Context: an optimization exercise on an open-source flow, tuned for small area and a short achievable clock period. The choices shown serve that exercise and are no tape-out recipe.

Setup of lane 2:
==> flow/design.v <==
module perf_monitor #(
  parameter int          NCORES     = 4,
  parameter int          CNT_W      = 64,
  parameter int          FIFO_DEPTH = 16,
  parameter bit          FINI_ALL   = 1'b1,
  parameter logic [31:0] FINI_CODE  = 32'h0002_0000,
  parameter int          TIMEOUT    = 50000,
  localparam int         CW = (NCORES > 1) ? $clog2(NCORES) : 1
) (
  input  logic                 clk_i,
  input  logic                 rst_i,
  input  logic [NCORES-1:0]    exma_v_i,
  input  logic [NCORES-1:0]    stall_i,
  input  logic [NCORES-1:0]    stall_imem_i,
  input  logic [NCORES-1:0]    ctrl_tsfr_i,
  input  logic [NCORES-1:0]    br_misp_i,
  input  logic [NCORES-1:0]    dbus_wv_i,
  input  logic [32*NCORES-1:0] dbus_addr_i,
  input  logic [32*NCORES-1:0] dbus_wdata_i,
  input  logic                 rd_en_i,
  input  logic [CW-1:0]        rd_core_i,
  input  logic [1:0]           rd_ctr_i,
  input  logic                 wr_en_i,
  input  logic [CW-1:0]        wr_core_i,
  input  logic [1:0]           wr_ctr_i,
  input  logic [CNT_W-1:0]     wr_data_i,
  output logic [CNT_W-1:0]     rd_data_o,
  output logic                 rd_vld_o,
  output logic                 char_vld_o,
  output logic [7:0]           char_o,
  output logic [CW-1:0]        char_core_o,
  input  logic                 char_rdy_i,
  output logic [NCORES-1:0]    done_o,
  output logic                 fini_o,
  output logic                 timeout_o,
  output logic                 overflow_o
);
  localparam int MD = FIFO_DEPTH - 1;            
  localparam int MA = (MD > 1) ? $clog2(MD) : 1;
  localparam int MC = $clog2(MD + 1);
  localparam int EW = CW + 8;
  logic [CNT_W-1:0] mcycle;
  logic [CNT_W-1:0] minstret [NCORES];
  logic [CNT_W-1:0] br_pred  [NCORES];
  logic [CNT_W-1:0] br_misp  [NCORES];
  logic [CNT_W-1:0] wd;
  assign wd = rst_i ? '0 : wr_data_i;
  logic ld_mc;
  assign ld_mc = rst_i || (wr_en_i && wr_ctr_i == 2'd0);
  pm_ctr #(.W(CNT_W)) u_mcycle (.clk_i, .ld_i(ld_mc), .wd_i(wd), .en_i(!fini_o), .q_o(mcycle));
  for (genvar c = 0; c < NCORES; c++) begin : g_core
    logic en, ld1, ld2, ld3;
    assign en  = !fini_o && !done_o[c] && !stall_imem_i[c] && exma_v_i[c];
    assign ld1 = rst_i || (wr_en_i && wr_core_i == c && wr_ctr_i == 2'd1);
    assign ld2 = rst_i || (wr_en_i && wr_core_i == c && wr_ctr_i == 2'd2);
    assign ld3 = rst_i || (wr_en_i && wr_core_i == c && wr_ctr_i == 2'd3);
    pm_ctr #(.W(CNT_W)) u_ret  (.clk_i, .ld_i(ld1), .wd_i(wd), .en_i(en && !stall_i[c]),
                                .q_o(minstret[c]));
    pm_ctr #(.W(CNT_W)) u_pred (.clk_i, .ld_i(ld2), .wd_i(wd), .en_i(en && ctrl_tsfr_i[c]),
                                .q_o(br_pred[c]));
    pm_ctr #(.W(CNT_W)) u_misp (.clk_i, .ld_i(ld3), .wd_i(wd),
                                .en_i(en && ctrl_tsfr_i[c] && br_misp_i[c]), .q_o(br_misp[c]));
  end
  logic [CNT_W-1:0] rd_sel;
  always_comb begin
    case (rd_ctr_i)
      2'd0:    rd_sel = mcycle;
      2'd1:    rd_sel = minstret[rd_core_i];
      2'd2:    rd_sel = br_pred[rd_core_i];
      default: rd_sel = br_misp[rd_core_i];
    endcase
  end
  always_ff @(posedge clk_i) begin
    if (rst_i) begin
      rd_vld_o  <= 1'b0;
      rd_data_o <= '0;
    end else begin
      rd_vld_o <= rd_en_i;
      if (rd_en_i) rd_data_o <= rd_sel;
    end
  end
  logic [NCORES-1:0] mmio, fin_w, chr_w;
  always_comb begin
    for (int c = 0; c < NCORES; c++) begin
      mmio[c]  = dbus_wv_i[c] && dbus_addr_i[32*c+31] && !done_o[c] && !fini_o;
      fin_w[c] = mmio[c] && (dbus_wdata_i[32*c +: 32] == FINI_CODE);
      chr_w[c] = mmio[c] && !fin_w[c];
    end
  end
  always_ff @(posedge clk_i) begin
    if (rst_i) begin
      timeout_o <= 1'b0;
      fini_o    <= 1'b0;
      done_o    <= '0;
    end else begin
      if (TIMEOUT != 0 && mcycle == TIMEOUT - 1) timeout_o <= 1'b1;
      fini_o <= fini_o | (FINI_ALL ? (&done_o) : (|done_o));
      done_o <= done_o | fin_w;
    end
  end
  logic [NCORES-1:0] slot_v;
  logic [7:0]        slot_d [NCORES];
  logic [NCORES-1:0] rr;
  logic [NCORES-1:0] grant;
  always_comb begin
    for (int c = 0; c < NCORES; c++) begin
      logic hit, blk;
      hit = 1'b0;
      blk = 1'b0;
      for (int d = 0; d < NCORES; d++) begin
        if (rr[(c - d + NCORES) % NCORES] && !blk) hit = 1'b1;
        blk = blk | slot_v[(c - d - 1 + NCORES) % NCORES];
      end
      grant[c] = slot_v[c] && hit;
    end
  end
  logic          win_v;
  logic [CW-1:0] win;
  logic [7:0]    win_d;
  always_comb begin
    win_v = |slot_v;
    win   = '0;
    win_d = '0;
    for (int c = 0; c < NCORES; c++) begin
      if (grant[c]) win = win | CW'(c);
      win_d = win_d | ({8{grant[c]}} & slot_d[c]);
    end
  end
  logic [EW-1:0] head;      
  logic          hv;        
  logic [EW-1:0] mem [MD];
  logic [MA-1:0] wp, rp;
  logic [MC-1:0] mcnt;      
  logic mem_e, full, pop, push, to_head, to_mem, from_mem;
  assign mem_e    = (mcnt == '0);
  assign full     = hv && (mcnt == MC'(MD));
  assign pop      = hv && char_rdy_i;
  assign push     = win_v && (!full || pop);
  assign from_mem = pop && !mem_e;
  assign to_head  = win_v && (!hv || (char_rdy_i && mem_e));
  assign to_mem   = push && hv && !(char_rdy_i && mem_e);
  logic [MC-1:0] mcnt_inc, mcnt_dec;
  assign mcnt_inc = mcnt + 1'b1;
  assign mcnt_dec = mcnt - 1'b1;
  logic [EW-1:0] new_e;
  assign new_e = {win, win_d};
  logic [NCORES-1:0] drain;
  assign drain = push ? grant : '0;
  always_ff @(posedge clk_i) begin
    if (rst_i) begin
      slot_v     <= '0;
      rr         <= NCORES'(1);
      overflow_o <= 1'b0;
    end else begin
      if (push) rr <= {grant[NCORES-2:0], grant[NCORES-1]};
      slot_v <= chr_w | (slot_v & ~drain);
      if (|(chr_w & slot_v & ~drain)) overflow_o <= 1'b1;
    end
  end
  always_ff @(posedge clk_i) begin
    for (int c = 0; c < NCORES; c++)
      if (!slot_v[c] || drain[c]) slot_d[c] <= dbus_wdata_i[32*c +: 8];
  end
  always_ff @(posedge clk_i) begin
    if (to_mem) mem[wp] <= new_e;
  end
  always_ff @(posedge clk_i) begin
    if (rst_i) begin
      hv   <= 1'b0;
      head <= '0;
      wp   <= '0;
      rp   <= '0;
      mcnt <= '0;
    end else begin
      if (from_mem)     head <= mem[rp];
      else if (to_head) head <= new_e;
      else if (pop)     head <= '0;
      hv <= to_head || (hv && !(pop && mem_e));
      if (to_mem)   wp <= (wp == MA'(MD - 1)) ? '0 : wp + 1'b1;
      if (from_mem) rp <= (rp == MA'(MD - 1)) ? '0 : rp + 1'b1;
      if (to_mem && !from_mem)      mcnt <= mcnt_inc;
      else if (from_mem && !to_mem) mcnt <= mcnt_dec;
    end
  end
  assign char_vld_o = hv;
  assign {char_core_o, char_o} = head;
endmodule
module pm_ctr #(
  parameter int W = 64
) (
  input  logic         clk_i,
  input  logic         ld_i,
  input  logic [W-1:0] wd_i,
  input  logic         en_i,
  output logic [W-1:0] q_o
);
  localparam int NG = (W + 3) / 4;
  localparam int NS = (NG + 3) / 4;
  logic [4*NG-1:0]  qx;
  logic [4*NS-1:0]  g;
  logic [NS-1:0]    sg;
  logic [W-1:0]     c;
  assign qx = {{(4*NG-W){1'b1}}, q_o};
  for (genvar k = 0; k < 4*NS; k++) begin : g_grp
    if (k < NG) assign g[k] = &qx[4*k +: 4];
    else        assign g[k] = 1'b1;
  end
  for (genvar h = 0; h < NS; h++) begin : g_sgrp
    assign sg[h] = &g[4*h +: 4];
  end
  for (genvar i = 0; i < W; i++) begin : g_bit
    localparam int K = i / 4;
    localparam int H = K / 4;
    localparam logic [NS-1:0]   SM = NS'((64'd1 << H) - 1);
    localparam logic [4*NS-1:0] GM = (4*NS)'(((64'd1 << K) - 1) & ~((64'd1 << (4*H)) - 1));
    localparam logic [W-1:0]    QM = W'(((64'd1 << i) - 1) & ~((64'd1 << (4*K)) - 1));
    assign c[i] = (&(sg | ~SM)) & (&(g | ~GM)) & (&(q_o | ~QM));
  end
  always_ff @(posedge clk_i) begin
    q_o <= ld_i ? wd_i : q_o ^ (c & {W{en_i}});
  end
endmodule
make LEC_CHECK=0 CAP_MARGIN=20 CORE_MARGIN=2 CORE_UTILIZATION=45 SETUP_SLACK_MARGIN=2.0 SLEW_MARGIN=20 finish   # period 4.0 ns
run.sh (not shown) runs the stock make flow with config.mk's settings and CLKGATE_MAP_FILE= SYNTH_SCRIPT=/design/flow/synth_recipe.tcl, a recipe that flattens the netlist after the stock synthesis.
The following lists how lane 5 was set up differently from lane 2:
==> flow/flow/run.sh (new file) <==
#!/bin/bash
# Standard layout, with slow wide OR/AND/NOR cells added to the don't-use list
# (synthesis and repair then build the logic from faster cells).
set -euo pipefail
DU="$(cat flow/dont_use.txt)"
bash standard.sh "DONT_USE_CELLS=$DU" finish > flow_make.log 2>&1
==> flow/flow/dont_use.txt (new file) <==
 sky130_fd_sc_hd__probe_p_8 sky130_fd_sc_hd__probec_p_8 sky130_fd_sc_hd__lpflow_bleeder_1 sky130_fd_sc_hd__lpflow_clkbufkapwr_1 sky130_fd_sc_hd__lpflow_clkbufkapwr_16 sky130_fd_sc_hd__lpflow_clkbufkapwr_2 sky130_fd_sc_hd__lpflow_clkbufkapwr_4 sky130_fd_sc_hd__lpflow_clkbufkapwr_8 sky130_fd_sc_hd__lpflow_clkinvkapwr_1 sky130_fd_sc_hd__lpflow_clkinvkapwr_16 sky130_fd_sc_hd__lpflow_clkinvkapwr_2 sky130_fd_sc_hd__lpflow_clkinvkapwr_4 sky130_fd_sc_hd__lpflow_clkinvkapwr_8 sky130_fd_sc_hd__lpflow_decapkapwr_12 sky130_fd_sc_hd__lpflow_decapkapwr_3 sky130_fd_sc_hd__lpflow_decapkapwr_4 sky130_fd_sc_hd__lpflow_decapkapwr_6 sky130_fd_sc_hd__lpflow_decapkapwr_8 sky130_fd_sc_hd__lpflow_inputiso0n_1 sky130_fd_sc_hd__lpflow_inputiso0p_1 sky130_fd_sc_hd__lpflow_inputiso1n_1 sky130_fd_sc_hd__lpflow_inputiso1p_1 sky130_fd_sc_hd__lpflow_inputisolatch_1 sky130_fd_sc_hd__lpflow_isobufsrc_1 sky130_fd_sc_hd__lpflow_isobufsrc_16 sky130_fd_sc_hd__lpflow_isobufsrc_2 sky130_fd_sc_hd__lpflow_isobufsrc_4 sky130_fd_sc_hd__lpflow_isobufsrc_8 sky130_fd_sc_hd__lpflow_isobufsrckapwr_16 sky130_fd_sc_hd__lpflow_lsbuf_lh_hl_isowell_tap_1 sky130_fd_sc_hd__lpflow_lsbuf_lh_hl_isowell_tap_2 sky130_fd_sc_hd__lpflow_lsbuf_lh_hl_isowell_tap_4 sky130_fd_sc_hd__lpflow_lsbuf_lh_isowell_4 sky130_fd_sc_hd__lpflow_lsbuf_lh_isowell_tap_1 sky130_fd_sc_hd__lpflow_lsbuf_lh_isowell_tap_2 sky130_fd_sc_hd__lpflow_lsbuf_lh_isowell_tap_4 sky130_fd_sc_hd__or4_1 sky130_fd_sc_hd__or4_2 sky130_fd_sc_hd__or4_4 sky130_fd_sc_hd__or4b_1 sky130_fd_sc_hd__or4b_2 sky130_fd_sc_hd__or4b_4 sky130_fd_sc_hd__or4bb_1 sky130_fd_sc_hd__or4bb_2 sky130_fd_sc_hd__or4bb_4 sky130_fd_sc_hd__or3_1 sky130_fd_sc_hd__or3_2 sky130_fd_sc_hd__or3_4 sky130_fd_sc_hd__or3b_1 sky130_fd_sc_hd__or3b_2 sky130_fd_sc_hd__or3b_4 sky130_fd_sc_hd__and4_1 sky130_fd_sc_hd__and4_2 sky130_fd_sc_hd__and4_4 sky130_fd_sc_hd__and4b_1 sky130_fd_sc_hd__and4b_2 sky130_fd_sc_hd__and4b_4 sky130_fd_sc_hd__and4bb_1 sky130_fd_sc_hd__and4bb_2 sky130_fd_sc_hd__and4bb_4 sky130_fd_sc_hd__nor4_1 sky130_fd_sc_hd__nor4_2 sky130_fd_sc_hd__nor4_4 sky130_fd_sc_hd__nor4b_1 sky130_fd_sc_hd__nor4b_2 sky130_fd_sc_hd__nor4b_4 sky130_fd_sc_hd__nor4bb_1 sky130_fd_sc_hd__nor4bb_2 sky130_fd_sc_hd__nor4bb_4
==> flow/standard.sh (new file) <==
#!/bin/bash
# synth_recipe.tcl (not shown) runs the flow's synth.tcl, then flattens the netlist and writes it again
# the make line also repeats each setting of config.mk as NAME=value (left out here)
make -C /OpenROAD-flow-scripts/flow DESIGN_CONFIG=/design/flow/config.mk WORK_HOME=/design/flow/orfs CLKGATE_MAP_FILE= SYNTH_SCRIPT=/design/flow/synth_recipe.tcl "${@:-finish}"
removed: flow/run.sh
==> notes.md <==
Post-route worst setup slack on lane 5 is ahead of lane 2.
Delta (lane 5 minus lane 2): sequential share of layout area essentially unchanged; met3 layer wire length in the routed design decreased 17%; wire length decreased 4.1%.
No functional check of the RTL was part of any run of this note.

==> what the ideal ports hide <==
The results above use ideal ports. As a check the final layouts listed here were re-extracted and re-timed, cells and wires unchanged.
Step 1, drivers: a clkbuf_16 drives clk_i and a buf_2 each remaining input, both assumed.
Step 2 also shifts input and output timing later by t, the mid clock arrival at the registers, as if the neighbouring blocks saw the same clock.
a / b / c = ideal / step 1 / step 2; a / b = the first two.
| run | shift t [ns] | setup slack, ns | clock arrival spread, ns | slew at the worst register clock pin (ns) |
|---|---|---|---|---|
| lane 2 | 0.875 | 1.120 / 1.118 / 0.243 | 0.048 / 0.048 | 0.06 / 0.06 |
| lane 5 | 0.889 | 1.596 / 1.596 / 0.861 | 0.037 / 0.037 | 0.06 / 0.06 |
After both steps every run listed still meets setup and hold. The setup slack of lane 2, which loses most, moves by -0.002 ns with the drivers and by -0.877 ns with both steps.
